What follows belongs to an exercise in optimizing a design on an open flow for small area, a short achievable clock period and few clock cycles per item; a production flow would make more cautious choices.
RTL that was checked went through simulation tests only; none was proved equivalent to the original.
No activity file was given, so power comes from the tool's default toggle rates.

==> inputs of v22 <==
==> flow/design.v <==
package lrl_pkg;
  localparam int KEY_W = 32;
  localparam int OP_W  = 2;
  localparam int OCC_W = 5;
  localparam int CAP_W = 5;
  localparam logic [CAP_W-1:0] CAP_RESET = 5'd16;
  localparam logic [OP_W-1:0] OP_INSERT = 2'd0;
  localparam logic [OP_W-1:0] OP_REMOVE = 2'd1;
  localparam logic [OP_W-1:0] OP_USE    = 2'd2;
  localparam logic [OP_W-1:0] OP_FIND   = 2'd3;
endpackage
module lrl_cell
(
  input  logic                      clk,
  input  logic                      shift,
  input  logic [lrl_pkg::KEY_W-1:0] left_i,
  input  logic [lrl_pkg::KEY_W-1:0] cmp_key,
  output logic                      match_o,
  output logic [lrl_pkg::KEY_W-1:0] entry_o
);
  logic [lrl_pkg::KEY_W-1:0] entry_r;
  always_ff @(posedge clk) begin
    if (shift) begin
      entry_r <= left_i;
    end
  end
  assign match_o = (entry_r == cmp_key);
  assign entry_o = entry_r;
endmodule
module lru_recency_list
#(
  parameter int DEPTH = 16
) (
  input  logic             clk,
  input  logic             rst_n,
  input  logic             cfg_wr_en,
  input  logic [lrl_pkg::CAP_W-1:0] cfg_wr_data,
  input  logic             in_tvalid,
  output logic             in_tready,
  input  logic [39:0]      in_tdata,
  output logic             out_tvalid,
  input  logic             out_tready,
  output logic [7:0]       out_tdata
);
  localparam int KW = lrl_pkg::KEY_W;
  localparam int CW = $clog2(DEPTH + 1);
  logic [lrl_pkg::CAP_W-1:0] cap_r;
  logic                      v1;
  logic [lrl_pkg::OP_W-1:0]  op1;
  logic [KW-1:0]             key1;
  logic [CW-1:0]             c1;
  logic                      v2;
  logic [lrl_pkg::OP_W-1:0]  op2;
  logic [KW-1:0]             key2;
  logic [CW-1:0]             c2;
  logic [DEPTH-1:0]          m2;
  logic                      evict;
  logic [DEPTH-1:0]          vld;
  logic [CW-1:0]             cnt;
  logic                      pend;
  logic [DEPTH-1:0]          dups;
  logic                      dupflag;
  logic                      blk2;
  logic                      ready_r;
  logic                      fv0, fv1;
  logic [5:0]                fd0, fd1;
  logic [KW-1:0]    entries [DEPTH];
  logic [DEPTH-1:0] cmp;
  logic [DEPTH-1:0] sel;
  logic             eq12;
  generate
    for (genvar i = 0; i < DEPTH; i++) begin : g_cell
      lrl_cell u_cell (
        .clk     (clk),
        .shift   (sel[i]),
        .left_i  ((i == 0) ? key2 : entries[(i == 0) ? 0 : i - 1]),
        .cmp_key (key1),
        .match_o (cmp[i]),
        .entry_o (entries[i])
      );
    end
  endgenerate
  assign eq12 = (key1 == key2);
  logic [DEPTH-1:0] mv, pre, first, extra, pfx_v, sfx_v, pre_d, first_d, drop;
  logic             any, two, dnz, fire, adv2;
  logic             is_ins, is_rem, is_use;
  assign mv = m2 & vld;
  always_comb begin
    pre[0]   = 1'b0;
    pre_d[0] = 1'b0;
    pfx_v[0] = 1'b1;
    for (int i = 1; i < DEPTH; i++) begin
      pre[i]   = pre[i-1] | mv[i-1];
      pre_d[i] = pre_d[i-1] | dups[i-1];
      pfx_v[i] = pfx_v[i-1] & vld[i-1];
    end
    sfx_v[DEPTH-1] = vld[DEPTH-1];
    for (int i = DEPTH - 2; i >= 0; i--) begin
      sfx_v[i] = sfx_v[i+1] | vld[i];
    end
  end
  assign any     = |mv;
  assign first   = mv & ~pre;
  assign extra   = mv & pre;
  assign two     = |extra;
  assign first_d = dups & ~pre_d;
  assign dnz     = |dups;
  assign is_ins = (op2 == lrl_pkg::OP_INSERT);
  assign is_rem = (op2 == lrl_pkg::OP_REMOVE);
  assign is_use = (op2 == lrl_pkg::OP_USE);
  assign fire = v2 && !blk2;
  assign adv2 = !v2 || !blk2;
  always_comb begin
    for (int i = 0; i < DEPTH; i++) begin
      sel[i]  = fire && ((is_ins && (evict ? sfx_v[i] : pfx_v[i])) ||
                         (is_use && any && !pre[i]));
      drop[i] = (fire && is_rem && first[i]) || (pend && first_d[i]);
    end
  end
  logic          inc, dec;
  logic [CW-1:0] cnt_nxt;
  logic [CW-1:0] c_nxt;
  logic          evict_nxt;
  logic          flag;
  logic          push;
  logic [5:0]    push_d;
  assign inc = fire && is_ins && !evict;
  assign dec = (fire && is_rem && any) || (pend && dnz);
  always_comb begin
    if (inc) begin
      cnt_nxt = cnt + CW'(1);
    end else if (dec) begin
      cnt_nxt = cnt - CW'(1);
    end else begin
      cnt_nxt = cnt;
    end
  end
  assign c_nxt = adv2 ? c1 : c2;
  always_comb begin
    if (inc) begin
      evict_nxt = ({1'b0, cnt} + (CW+1)'(1)) >= {1'b0, c_nxt};
    end else if (dec) begin
      evict_nxt = {1'b0, cnt} >= ({1'b0, c_nxt} + (CW+1)'(1));
    end else begin
      evict_nxt = cnt >= c_nxt;
    end
  end
  assign flag = is_ins ? evict : any;
  assign push   = (fire && !(is_use && two)) || (pend && !dnz);
  assign push_d = {lrl_pkg::OCC_W'(cnt_nxt), pend ? 1'b1 : flag};
  logic pop;
  logic fv0_n, fv1_n, full_n;
  logic v1_n, v2_n, pend_n, dupflag_n;
  assign pop = fv0 && out_tready;
  always_comb begin
    fv0_n = fv0;
    fv1_n = fv1;
    if (fv0 && !pop) begin
      if (!fv1 && push) fv1_n = 1'b1;
    end else if (fv1) begin
      fv0_n = 1'b1;
      fv1_n = push;
    end else begin
      fv0_n = push;
      fv1_n = 1'b0;
    end
  end
  assign full_n = (fv0 && !pop) || fv1;
  always_ff @(posedge clk) begin
    if (fv0 && !pop) begin
      if (!fv1) fd1 <= push_d;
    end else if (fv1) begin
      fd0 <= fd1;
      fd1 <= push_d;
    end else begin
      fd0 <= push_d;
    end
  end
  logic [CW-1:0] cap_eff;
  always_comb begin
    if (cap_r == '0) begin
      cap_eff = CW'(1);
    end else if (CW'(cap_r) > CW'(DEPTH)) begin
      cap_eff = CW'(DEPTH);
    end else begin
      cap_eff = CW'(cap_r);
    end
  end
  assign v1_n      = ready_r ? in_tvalid : (v1 && !adv2);
  assign v2_n      = adv2 ? v1 : v2;
  assign pend_n    = (fire && is_use && two) || (pend && dnz);
  assign dupflag_n = dupflag || (fire && is_ins && any);
  always_ff @(posedge clk) begin
    if (!rst_n) begin
      cap_r   <= lrl_pkg::CAP_RESET;
      v1      <= 1'b0;
      v2      <= 1'b0;
      vld     <= '0;
      cnt     <= '0;
      evict   <= 1'b0;
      pend    <= 1'b0;
      dupflag <= 1'b0;
      blk2    <= 1'b0;
      ready_r <= 1'b1;
      fv0     <= 1'b0;
      fv1     <= 1'b0;
    end else begin
      if (cfg_wr_en) begin
        cap_r <= cfg_wr_data;
      end
      v1      <= v1_n;
      v2      <= v2_n;
      for (int i = 0; i < DEPTH; i++) begin
        if (sel[i]) begin
          vld[i] <= (i == 0) ? 1'b1 : vld[(i == 0) ? 0 : i - 1];
        end else if (drop[i]) begin
          vld[i] <= 1'b0;
        end
      end
      cnt     <= cnt_nxt;
      evict   <= evict_nxt;
      pend    <= pend_n;
      dupflag <= dupflag_n;
      blk2    <= pend_n || full_n;
      ready_r <= dupflag_n ? !v1_n : (!v1_n || !v2_n || !full_n);
      fv0     <= fv0_n;
      fv1     <= fv1_n;
    end
  end
  always_ff @(posedge clk) begin
    if (fire && is_use) begin
      dups <= extra;
    end else begin
      dups <= dups & ~first_d;
    end
  end
  always_ff @(posedge clk) begin
    if (ready_r) begin
      op1  <= in_tdata[1:0];
      key1 <= in_tdata[33:2];
      c1   <= cap_eff;
    end
    if (adv2) begin
      op2  <= op1;
      key2 <= key1;
      c2   <= c1;
      for (int i = 0; i < DEPTH; i++) begin
        m2[i] <= sel[i] ? ((i == 0) ? eq12 : cmp[(i == 0) ? 0 : i - 1]) : cmp[i];
      end
    end
  end
  assign in_tready  = ready_r;
  assign out_tvalid = fv0;
  assign out_tdata  = {2'b00, fd0};
endmodule
==> flow/run.sh <==
#!/bin/bash
# synth_recipe.tcl (not shown) runs the flow's synth.tcl, then flattens the netlist and writes it again
# the make line also repeats each setting of config.mk as NAME=value (left out here)
make -C /OpenROAD-flow-scripts/flow DESIGN_CONFIG=/design/flow/config.mk WORK_HOME=/design/flow/orfs CLKGATE_MAP_FILE= SYNTH_SCRIPT=/design/flow/synth_recipe.tcl finish
==> flow/config.mk <==
export PLATFORM = sky130hd
export DESIGN_NAME = lru_recency_list
export DESIGN_NICKNAME = lru_recency_list
export VERILOG_FILES = /design/flow/design.v
export SDC_FILE = /design/flow/constraint.sdc
export NUM_CORES = 4
export LEC_CHECK = 0
export ABC_AREA = 1
export CAP_MARGIN = 20
export CORE_MARGIN = 2
export CORE_UTILIZATION = 60
export CTS_CLUSTER_DIAMETER = 100
export CTS_CLUSTER_SIZE = 24
export PLACE_DENSITY = 0.75
export SETUP_SLACK_MARGIN = 3.6
export SLEW_MARGIN = 20
==> flow/constraint.sdc <==
create_clock -name core_clock -period 6.0 [get_ports {clk}]
set_input_delay 1.2000 -clock core_clock [delete_from_list [all_inputs] [get_ports {clk}]]
set_output_delay 1.2000 -clock core_clock [all_outputs]
set_load 0.01 [all_outputs]
==> v20: changes against v22 <==
==> flow/design.v, changed modules only <==
module lru_recency_list
#(
  parameter int DEPTH = 16
) (
  input  logic             clk,
  input  logic             rst_n,
  input  logic             cfg_wr_en,
  input  logic [lrl_pkg::CAP_W-1:0] cfg_wr_data,
  input  logic             in_tvalid,
  output logic             in_tready,
  input  logic [39:0]      in_tdata,
  output logic             out_tvalid,
  input  logic             out_tready,
  output logic [7:0]       out_tdata
);
  localparam int KW = lrl_pkg::KEY_W;
  localparam int CW = $clog2(DEPTH + 1);
  logic [lrl_pkg::CAP_W-1:0] cap_r;
  logic [lrl_pkg::OP_W-1:0]  in_op;
  logic [KW-1:0]             in_key;
  logic                      v2;
  logic [lrl_pkg::OP_W-1:0]  op2;
  logic [KW-1:0]             key2;
  logic [CW-1:0]             c2;
  logic [DEPTH-1:0]          m2;
  logic                      evict;
  logic [DEPTH-1:0]          vld;
  logic [CW-1:0]             cnt;
  logic                      pend;
  logic [DEPTH-1:0]          dups;
  logic                      blk2;
  logic                      ready_r;
  logic                      fv0, fv1;
  logic [5:0]                fd0, fd1;
  logic [CW-1:0] cap_eff;
  always_comb begin
    if (cap_r == '0) begin
      cap_eff = CW'(1);
    end else if (CW'(cap_r) > CW'(DEPTH)) begin
      cap_eff = CW'(DEPTH);
    end else begin
      cap_eff = CW'(cap_r);
    end
  end
  logic [KW-1:0]    entries [DEPTH];
  logic [DEPTH-1:0] cmp;
  logic [DEPTH-1:0] sel;
  logic             eq12;
  generate
    for (genvar i = 0; i < DEPTH; i++) begin : g_cell
      lrl_cell u_cell (
        .clk     (clk),
        .shift   (sel[i]),
        .left_i  ((i == 0) ? key2 : entries[(i == 0) ? 0 : i - 1]),
        .cmp_key (in_key),
        .match_o (cmp[i]),
        .entry_o (entries[i])
      );
    end
  endgenerate
  assign in_op  = in_tdata[1:0];
  assign in_key = in_tdata[33:2];
  assign eq12   = (in_key == key2);
  logic [DEPTH-1:0] mv, pre, first, extra, pfx_v, sfx_v, pre_d, first_d, drop;
  logic             any, two, dnz, fire, adv2;
  logic             is_ins, is_rem, is_use;
  assign mv = m2 & vld;
  always_comb begin
    pre[0]   = 1'b0;
    pre_d[0] = 1'b0;
    pfx_v[0] = 1'b1;
    for (int i = 1; i < DEPTH; i++) begin
      pre[i]   = pre[i-1] | mv[i-1];
      pre_d[i] = pre_d[i-1] | dups[i-1];
      pfx_v[i] = pfx_v[i-1] & vld[i-1];
    end
    sfx_v[DEPTH-1] = vld[DEPTH-1];
    for (int i = DEPTH - 2; i >= 0; i--) begin
      sfx_v[i] = sfx_v[i+1] | vld[i];
    end
  end
  assign any     = |mv;
  assign first   = mv & ~pre;
  assign extra   = mv & pre;
  assign two     = |extra;
  assign first_d = dups & ~pre_d;
  assign dnz     = |dups;
  assign is_ins = (op2 == lrl_pkg::OP_INSERT);
  assign is_rem = (op2 == lrl_pkg::OP_REMOVE);
  assign is_use = (op2 == lrl_pkg::OP_USE);
  assign fire = v2 && !blk2;
  assign adv2 = ready_r;
  always_comb begin
    for (int i = 0; i < DEPTH; i++) begin
      sel[i]  = fire && ((is_ins && (evict ? sfx_v[i] : pfx_v[i])) ||
                         (is_use && any && !pre[i]));
      drop[i] = (fire && is_rem && first[i]) || (pend && first_d[i]);
    end
  end
  logic          inc, dec;
  logic [CW-1:0] cnt_nxt;
  logic [CW-1:0] c_nxt;
  logic          evict_nxt;
  logic          flag;
  logic          push;
  logic [5:0]    push_d;
  assign inc = fire && is_ins && !evict;
  assign dec = (fire && is_rem && any) || (pend && dnz);
  always_comb begin
    if (inc) begin
      cnt_nxt = cnt + CW'(1);
    end else if (dec) begin
      cnt_nxt = cnt - CW'(1);
    end else begin
      cnt_nxt = cnt;
    end
  end
  assign c_nxt = adv2 ? cap_eff : c2;
  always_comb begin
    if (inc) begin
      evict_nxt = ({1'b0, cnt} + (CW+1)'(1)) >= {1'b0, c_nxt};
    end else if (dec) begin
      evict_nxt = {1'b0, cnt} >= ({1'b0, c_nxt} + (CW+1)'(1));
    end else begin
      evict_nxt = cnt >= c_nxt;
    end
  end
  assign flag = is_ins ? evict : any;
  assign push   = (fire && !(is_use && two)) || (pend && !dnz);
  assign push_d = {lrl_pkg::OCC_W'(cnt_nxt), pend ? 1'b1 : flag};
  logic pop;
  logic fv0_n, fv1_n, full_n;
  logic v2_n, pend_n, blk2_n;
  assign pop = fv0 && out_tready;
  always_comb begin
    fv0_n = fv0;
    fv1_n = fv1;
    if (fv0 && !pop) begin
      if (!fv1 && push) fv1_n = 1'b1;
    end else if (fv1) begin
      fv0_n = 1'b1;
      fv1_n = push;
    end else begin
      fv0_n = push;
      fv1_n = 1'b0;
    end
  end
  assign full_n = (fv0 && !pop) || fv1;
  always_ff @(posedge clk) begin
    if (fv0 && !pop) begin
      if (!fv1) fd1 <= push_d;
    end else if (fv1) begin
      fd0 <= fd1;
      fd1 <= push_d;
    end else begin
      fd0 <= push_d;
    end
  end
  assign v2_n      = adv2 ? in_tvalid : v2;
  assign blk2_n    = pend_n || full_n;
  assign pend_n    = (fire && is_use && two) || (pend && dnz);
  always_ff @(posedge clk) begin
    if (!rst_n) begin
      cap_r   <= lrl_pkg::CAP_RESET;
      v2      <= 1'b0;
      vld     <= '0;
      cnt     <= '0;
      evict   <= 1'b0;
      pend    <= 1'b0;
      blk2    <= 1'b0;
      ready_r <= 1'b1;
      fv0     <= 1'b0;
      fv1     <= 1'b0;
    end else begin
      if (cfg_wr_en) begin
        cap_r <= cfg_wr_data;
      end
      v2      <= v2_n;
      for (int i = 0; i < DEPTH; i++) begin
        if (sel[i]) begin
          vld[i] <= (i == 0) ? 1'b1 : vld[(i == 0) ? 0 : i - 1];
        end else if (drop[i]) begin
          vld[i] <= 1'b0;
        end
      end
      cnt     <= cnt_nxt;
      evict   <= evict_nxt;
      pend    <= pend_n;
      blk2    <= blk2_n;
      ready_r <= !v2_n || !blk2_n;
      fv0     <= fv0_n;
      fv1     <= fv1_n;
    end
  end
  always_ff @(posedge clk) begin
    if (fire && is_use) begin
      dups <= extra;
    end else begin
      dups <= dups & ~first_d;
    end
  end
  always_ff @(posedge clk) begin
    if (adv2) begin
      op2  <= in_op;
      key2 <= in_key;
      c2   <= cap_eff;
      for (int i = 0; i < DEPTH; i++) begin
        m2[i] <= sel[i] ? ((i == 0) ? eq12 : cmp[(i == 0) ? 0 : i - 1]) : cmp[i];
      end
    end
  end
  assign in_tready  = ready_r;
  assign out_tvalid = fv0;
  assign out_tdata  = {2'b00, fd0};
endmodule
CORE_UTILIZATION = 50   (was 60)
CTS_CLUSTER_DIAMETER = 80   (was 100)
CTS_CLUSTER_SIZE = 20   (was 24)
PLACE_DENSITY = 0.65   (was 0.75)
TNS_END_PERCENT = 5   (was not set)
==> v25: changes against v22 <==
==> flow/design.v, changed modules only <==
module lru_recency_list
#(
  parameter int DEPTH = 16
) (
  input  logic             clk,
  input  logic             rst_n,
  input  logic             cfg_wr_en,
  input  logic [lrl_pkg::CAP_W-1:0] cfg_wr_data,
  input  logic             in_tvalid,
  output logic             in_tready,
  input  logic [39:0]      in_tdata,
  output logic             out_tvalid,
  input  logic             out_tready,
  output logic [7:0]       out_tdata
);
  localparam int KW = lrl_pkg::KEY_W;
  localparam int CW = $clog2(DEPTH + 1);
  logic [lrl_pkg::CAP_W-1:0] cap_r;
  logic                      v0;
  logic [lrl_pkg::OP_W-1:0]  op0;
  logic [KW-1:0]             key0;
  logic [CW-1:0]             c0;
  logic                      v1;
  logic [lrl_pkg::OP_W-1:0]  op1;
  logic [KW-1:0]             key1;
  logic [CW-1:0]             c1;
  logic [DEPTH-1:0]          m1;
  logic                      v2;
  logic [lrl_pkg::OP_W-1:0]  op2;
  logic [KW-1:0]             key2;
  logic [CW-1:0]             c2;
  logic [DEPTH-1:0]          m2;
  logic [DEPTH-1:0]          pre2;
  logic                      any2;
  logic                      evict;
  logic [DEPTH-1:0]          vld;
  logic [CW-1:0]             cnt;
  logic                      pend;
  logic [DEPTH-1:0]          dups;
  logic                      dupflag;
  logic                      blk2;
  logic                      ready_r;
  logic                      fv0, fv1;
  logic [5:0]                fd0, fd1;
  logic [KW-1:0]    entries [DEPTH];
  logic [DEPTH-1:0] cmp0;
  logic [DEPTH-1:0] sel;
  logic             e02, e12;
  generate
    for (genvar i = 0; i < DEPTH; i++) begin : g_cell
      lrl_cell u_cell (
        .clk     (clk),
        .shift   (sel[i]),
        .left_i  ((i == 0) ? key2 : entries[(i == 0) ? 0 : i - 1]),
        .cmp_key (key0),
        .match_o (cmp0[i]),
        .entry_o (entries[i])
      );
    end
  endgenerate
  assign e02 = (key0 == key2);
  assign e12 = (key1 == key2);
  logic [DEPTH-1:0] first, extra, pfx_v, sfx_v, lastv, pre_d, first_d, drop;
  logic             two, dnz, fire, adv1, adv2;
  logic             is_ins, is_rem, is_use;
  always_comb begin
    pre_d[0] = 1'b0;
    pfx_v[0] = 1'b1;
    for (int i = 1; i < DEPTH; i++) begin
      pre_d[i] = pre_d[i-1] | dups[i-1];
      pfx_v[i] = pfx_v[i-1] & vld[i-1];
    end
    sfx_v[DEPTH-1] = vld[DEPTH-1];
    for (int i = DEPTH - 2; i >= 0; i--) begin
      sfx_v[i] = sfx_v[i+1] | vld[i];
    end
    for (int i = 0; i < DEPTH; i++) begin
      lastv[i] = vld[i] && ((i == DEPTH - 1) || !sfx_v[(i == DEPTH - 1) ? i : i + 1]);
    end
  end
  assign first   = m2 & ~pre2;
  assign extra   = m2 & pre2;
  assign two     = |extra;
  assign first_d = dups & ~pre_d;
  assign dnz     = |dups;
  assign is_ins = (op2 == lrl_pkg::OP_INSERT);
  assign is_rem = (op2 == lrl_pkg::OP_REMOVE);
  assign is_use = (op2 == lrl_pkg::OP_USE);
  assign fire = v2 && !blk2;
  assign adv2 = dupflag ? (!v2 && !pend) : (!v2 || !blk2);
  assign adv1 = !v1 || adv2;
  always_comb begin
    for (int i = 0; i < DEPTH; i++) begin
      sel[i]  = fire && ((is_ins && (evict ? sfx_v[i] : pfx_v[i])) ||
                         (is_use && any2 && !pre2[i]));
      drop[i] = (fire && is_rem && first[i]) || (pend && first_d[i]);
    end
  end
  logic [DEPTH-1:0] cv0, m0s, m1s, pre1, pre2_nxt;
  logic             any1, anyx1, any2_nxt, hit12, gone12;
  assign cv0 = cmp0 & vld;
  always_comb begin
    for (int i = 0; i < DEPTH; i++) begin
      if (i == 0) begin
        m0s[i] = sel[i] ? e02 : (cv0[i] && !drop[i]);
        m1s[i] = sel[i] ? e12 : (m1[i] && !drop[i]);
      end else begin
        m0s[i] = sel[i] ? cv0[(i == 0) ? 0 : i - 1] : (cv0[i] && !drop[i]);
        m1s[i] = sel[i] ? m1[(i == 0) ? 0 : i - 1] : (m1[i] && !drop[i]);
      end
    end
    pre1[0] = 1'b0;
    for (int i = 1; i < DEPTH; i++) begin
      pre1[i] = pre1[i-1] | m1[i-1];
    end
  end
  assign any1  = |m1;
  assign anyx1 = |(m1 & ~lastv);
  assign hit12  = sel[0] && e12;
  assign gone12 = fire && is_rem && e12;
  always_comb begin
    pre2_nxt[0] = 1'b0;
    for (int i = 1; i < DEPTH; i++) begin
      pre2_nxt[i] = !gone12 && (hit12 || (sel[i-1] ? pre1[i-1] : pre1[i]));
    end
    if (gone12) begin
      any2_nxt = 1'b0;
    end else if (fire && is_ins && evict) begin
      any2_nxt = e12 || anyx1;
    end else begin
      any2_nxt = any1 || hit12;
    end
  end
  logic          inc, dec;
  logic [CW-1:0] cnt_nxt;
  logic [CW-1:0] c_nxt;
  logic          evict_nxt;
  logic          flag;
  logic          push;
  logic [5:0]    push_d;
  assign inc = fire && is_ins && !evict;
  assign dec = (fire && is_rem && any2) || (pend && dnz);
  always_comb begin
    if (inc) begin
      cnt_nxt = cnt + CW'(1);
    end else if (dec) begin
      cnt_nxt = cnt - CW'(1);
    end else begin
      cnt_nxt = cnt;
    end
  end
  assign c_nxt = adv2 ? c1 : c2;
  always_comb begin
    if (inc) begin
      evict_nxt = ({1'b0, cnt} + (CW+1)'(1)) >= {1'b0, c_nxt};
    end else if (dec) begin
      evict_nxt = {1'b0, cnt} >= ({1'b0, c_nxt} + (CW+1)'(1));
    end else begin
      evict_nxt = cnt >= c_nxt;
    end
  end
  assign flag = is_ins ? evict : any2;
  assign push   = (fire && !(is_use && two)) || (pend && !dnz);
  assign push_d = {lrl_pkg::OCC_W'(cnt_nxt), pend ? 1'b1 : flag};
  logic pop;
  logic fv0_n, fv1_n, full_n;
  logic v0_n, v1_n, v2_n, pend_n, dupflag_n;
  assign pop = fv0 && out_tready;
  always_comb begin
    fv0_n = fv0;
    fv1_n = fv1;
    if (fv0 && !pop) begin
      if (!fv1 && push) fv1_n = 1'b1;
    end else if (fv1) begin
      fv0_n = 1'b1;
      fv1_n = push;
    end else begin
      fv0_n = push;
      fv1_n = 1'b0;
    end
  end
  assign full_n = (fv0 && !pop) || fv1;
  always_ff @(posedge clk) begin
    if (fv0 && !pop) begin
      if (!fv1) fd1 <= push_d;
    end else if (fv1) begin
      fd0 <= fd1;
      fd1 <= push_d;
    end else begin
      fd0 <= push_d;
    end
  end
  logic [CW-1:0] cap_eff;
  always_comb begin
    if (cap_r == '0) begin
      cap_eff = CW'(1);
    end else if (CW'(cap_r) > CW'(DEPTH)) begin
      cap_eff = CW'(DEPTH);
    end else begin
      cap_eff = CW'(cap_r);
    end
  end
  assign v0_n      = ready_r ? in_tvalid : (v0 && !adv1);
  assign v1_n      = adv1 ? v0 : (v1 && !adv2);
  assign v2_n      = adv2 ? v1 : (v2 && !fire);
  assign pend_n    = (fire && is_use && two) || (pend && dnz);
  assign dupflag_n = dupflag || (fire && is_ins && any2);
  always_ff @(posedge clk) begin
    if (!rst_n) begin
      cap_r   <= lrl_pkg::CAP_RESET;
      v0      <= 1'b0;
      v1      <= 1'b0;
      v2      <= 1'b0;
      vld     <= '0;
      cnt     <= '0;
      evict   <= 1'b0;
      pend    <= 1'b0;
      dupflag <= 1'b0;
      blk2    <= 1'b0;
      ready_r <= 1'b1;
      fv0     <= 1'b0;
      fv1     <= 1'b0;
    end else begin
      if (cfg_wr_en) begin
        cap_r <= cfg_wr_data;
      end
      v0      <= v0_n;
      v1      <= v1_n;
      v2      <= v2_n;
      for (int i = 0; i < DEPTH; i++) begin
        if (sel[i]) begin
          vld[i] <= (i == 0) ? 1'b1 : vld[(i == 0) ? 0 : i - 1];
        end else if (drop[i]) begin
          vld[i] <= 1'b0;
        end
      end
      cnt     <= cnt_nxt;
      evict   <= evict_nxt;
      pend    <= pend_n;
      dupflag <= dupflag_n;
      blk2    <= pend_n || full_n;
      ready_r <= dupflag_n ? !v0_n : (!v0_n || !v1_n || !v2_n || !full_n);
      fv0     <= fv0_n;
      fv1     <= fv1_n;
    end
  end
  always_ff @(posedge clk) begin
    if (fire && is_use) begin
      dups <= extra;
    end else begin
      dups <= dups & ~first_d;
    end
  end
  always_ff @(posedge clk) begin
    if (ready_r) begin
      op0  <= in_tdata[1:0];
      key0 <= in_tdata[33:2];
      c0   <= cap_eff;
    end
    m1 <= adv1 ? m0s : m1s;
    if (adv1) begin
      op1  <= op0;
      key1 <= key0;
      c1   <= c0;
    end
    if (adv2) begin
      op2  <= op1;
      key2 <= key1;
      c2   <= c1;
      m2   <= m1s;
      pre2 <= pre2_nxt;
      any2 <= any2_nxt;
    end
  end
  assign in_tready  = ready_r;
  assign out_tvalid = fv0;
  assign out_tdata  = {2'b00, fd0};
endmodule
ABC_AREA = not set   (was 1)
ABC_CLOCK_PERIOD_IN_PS = 2500   (was not set)
CORE_UTILIZATION = 40   (was 60)
CTS_CLUSTER_DIAMETER = not set   (was 100)
CTS_CLUSTER_SIZE = not set   (was 24)
PLACE_DENSITY = not set   (was 0.75)
SETUP_SLACK_MARGIN = 3.5   (was 3.6)
==> notes <==
Between v20 and v25, the lower sequential cell count is in v20 (gap 113). Setup slack: v20 < v25 < v22. Core utilization: v22 > v20 > v25. In v25 the worst hold slack is worse than in v20, by 0.039 ns. Against v22, the non-clock buffer count of v20 is lower by 24. Of v20 and v25, v25 has the higher first-iteration DRC count (gap 12%, measured against v25). Routed wire length, highest first: v25, v22, v20. Design area, lowest first: v20, v22, v25. Combinational power, highest first: v20, v22, v25.
==> figures <==
Maximum clock frequency: v22 406.4 MHz; v20 389.0 MHz; v25 404.9 MHz
Maximum ir drop on the vdd rail: v22 0.3219 mV; v20 0.2058 mV; v25 0.1958 mV
Transition time at the pin with the least slew margin: v22 0.8015 ns; v20 0.6988 ns; v25 0.9723 ns
Number of cells on the critical path: v22 10; v20 11; v25 8
Clk cell area share: v22 2.592%; v20 3.436%; v25 6.955%
Final standard cell count with taps included and fillers excluded: v22 3165; v20 3073; v25 3562
Finished Core Util: v22 69.51%; v20 58.83%; v25 48.78%
Post-synthesis share of cell area spent on xor and xnor gates: v22 12.39%; v20 14.84%; v25 15.89%
Power density over cell area: v22 238.1 nW/µm²; v20 249.6 nW/µm²; v25 290.8 nW/µm²
Worst Min Path Start: v22 op1[0]; v20 g_cell[11].u_cell.entry_r[26]; v25 c0[4]
Full die area: v22 51000 µm²; v20 57720 µm²; v25 82610 µm²
Met1 Routed Length: v22 26710 µm; v20 26700 µm; v25 34720 µm
Post-synthesis average cell area: v22 12.83 µm²; v20 12.90 µm²; v25 14.17 µm²
Instance area after placement: v22 30710 µm²; v20 29470 µm²; v25 34070 µm²
Iter 0 DRT Violations: v22 1508; v20 1431; v25 1626
Largest net degree at the start of global routing: v22 37; v20 36; v25 67
Met1 usage: v22 33.65%; v20 29.90%; v25 25.28%
Signal buf overhead: v22 5.882%; v20 6.192%; v25 5.139%
Run status: v22 finished clean; v20 finished clean; v25 finished clean
Wire length reported by the detailed router: v22 68590 µm; v20 66170 µm; v25 90400 µm
Testbench counts of v22, summed over its fixed seeds: cycles 24,024, items 24,000.
Testbench counts of v20, summed over its fixed seeds: cycles 24,016, items 24,000.
Only the layout flow was run in v25; the RTL was not checked for function there.

re-timing with driven ports:
The flow's constraints put no driver on any port. The routed layouts listed below were extracted and timed again, unchanged, in two steps. Step 1 assumes that a clkbuf_16 drives the clock port and a buf_2 every other input. Step 2 adds t to the input delays and takes it off the output delays; t is the mean of the earliest and latest rising clock arrival at the registers after step 1. Input paths then give back, and output paths get back, about the clock's delay inside the block. Three values: no drivers, after step 1, after step 2; two values: the first two.
run | t, ns | setup slack, ns | latest minus earliest clock arrival (ns) | slew at the worst register clock pin (ns)
v22 | 0.682 | 3.540 / 3.540 / 3.163 | 0.018 / 0.019 | 0.11 / 0.11
v20 | 0.635 | 3.429 / 3.459 / 2.825 | 0.044 / 0.045 | 0.09 / 0.09
v25 | 0.691 | 3.530 / 3.483 / 3.244 | 0.026 / 0.026 | 0.07 / 0.07
After both steps every run listed still meets setup and hold. The setup slack of v20, which loses most, moves by +0.030 ns with the drivers and by -0.604 ns with both steps.
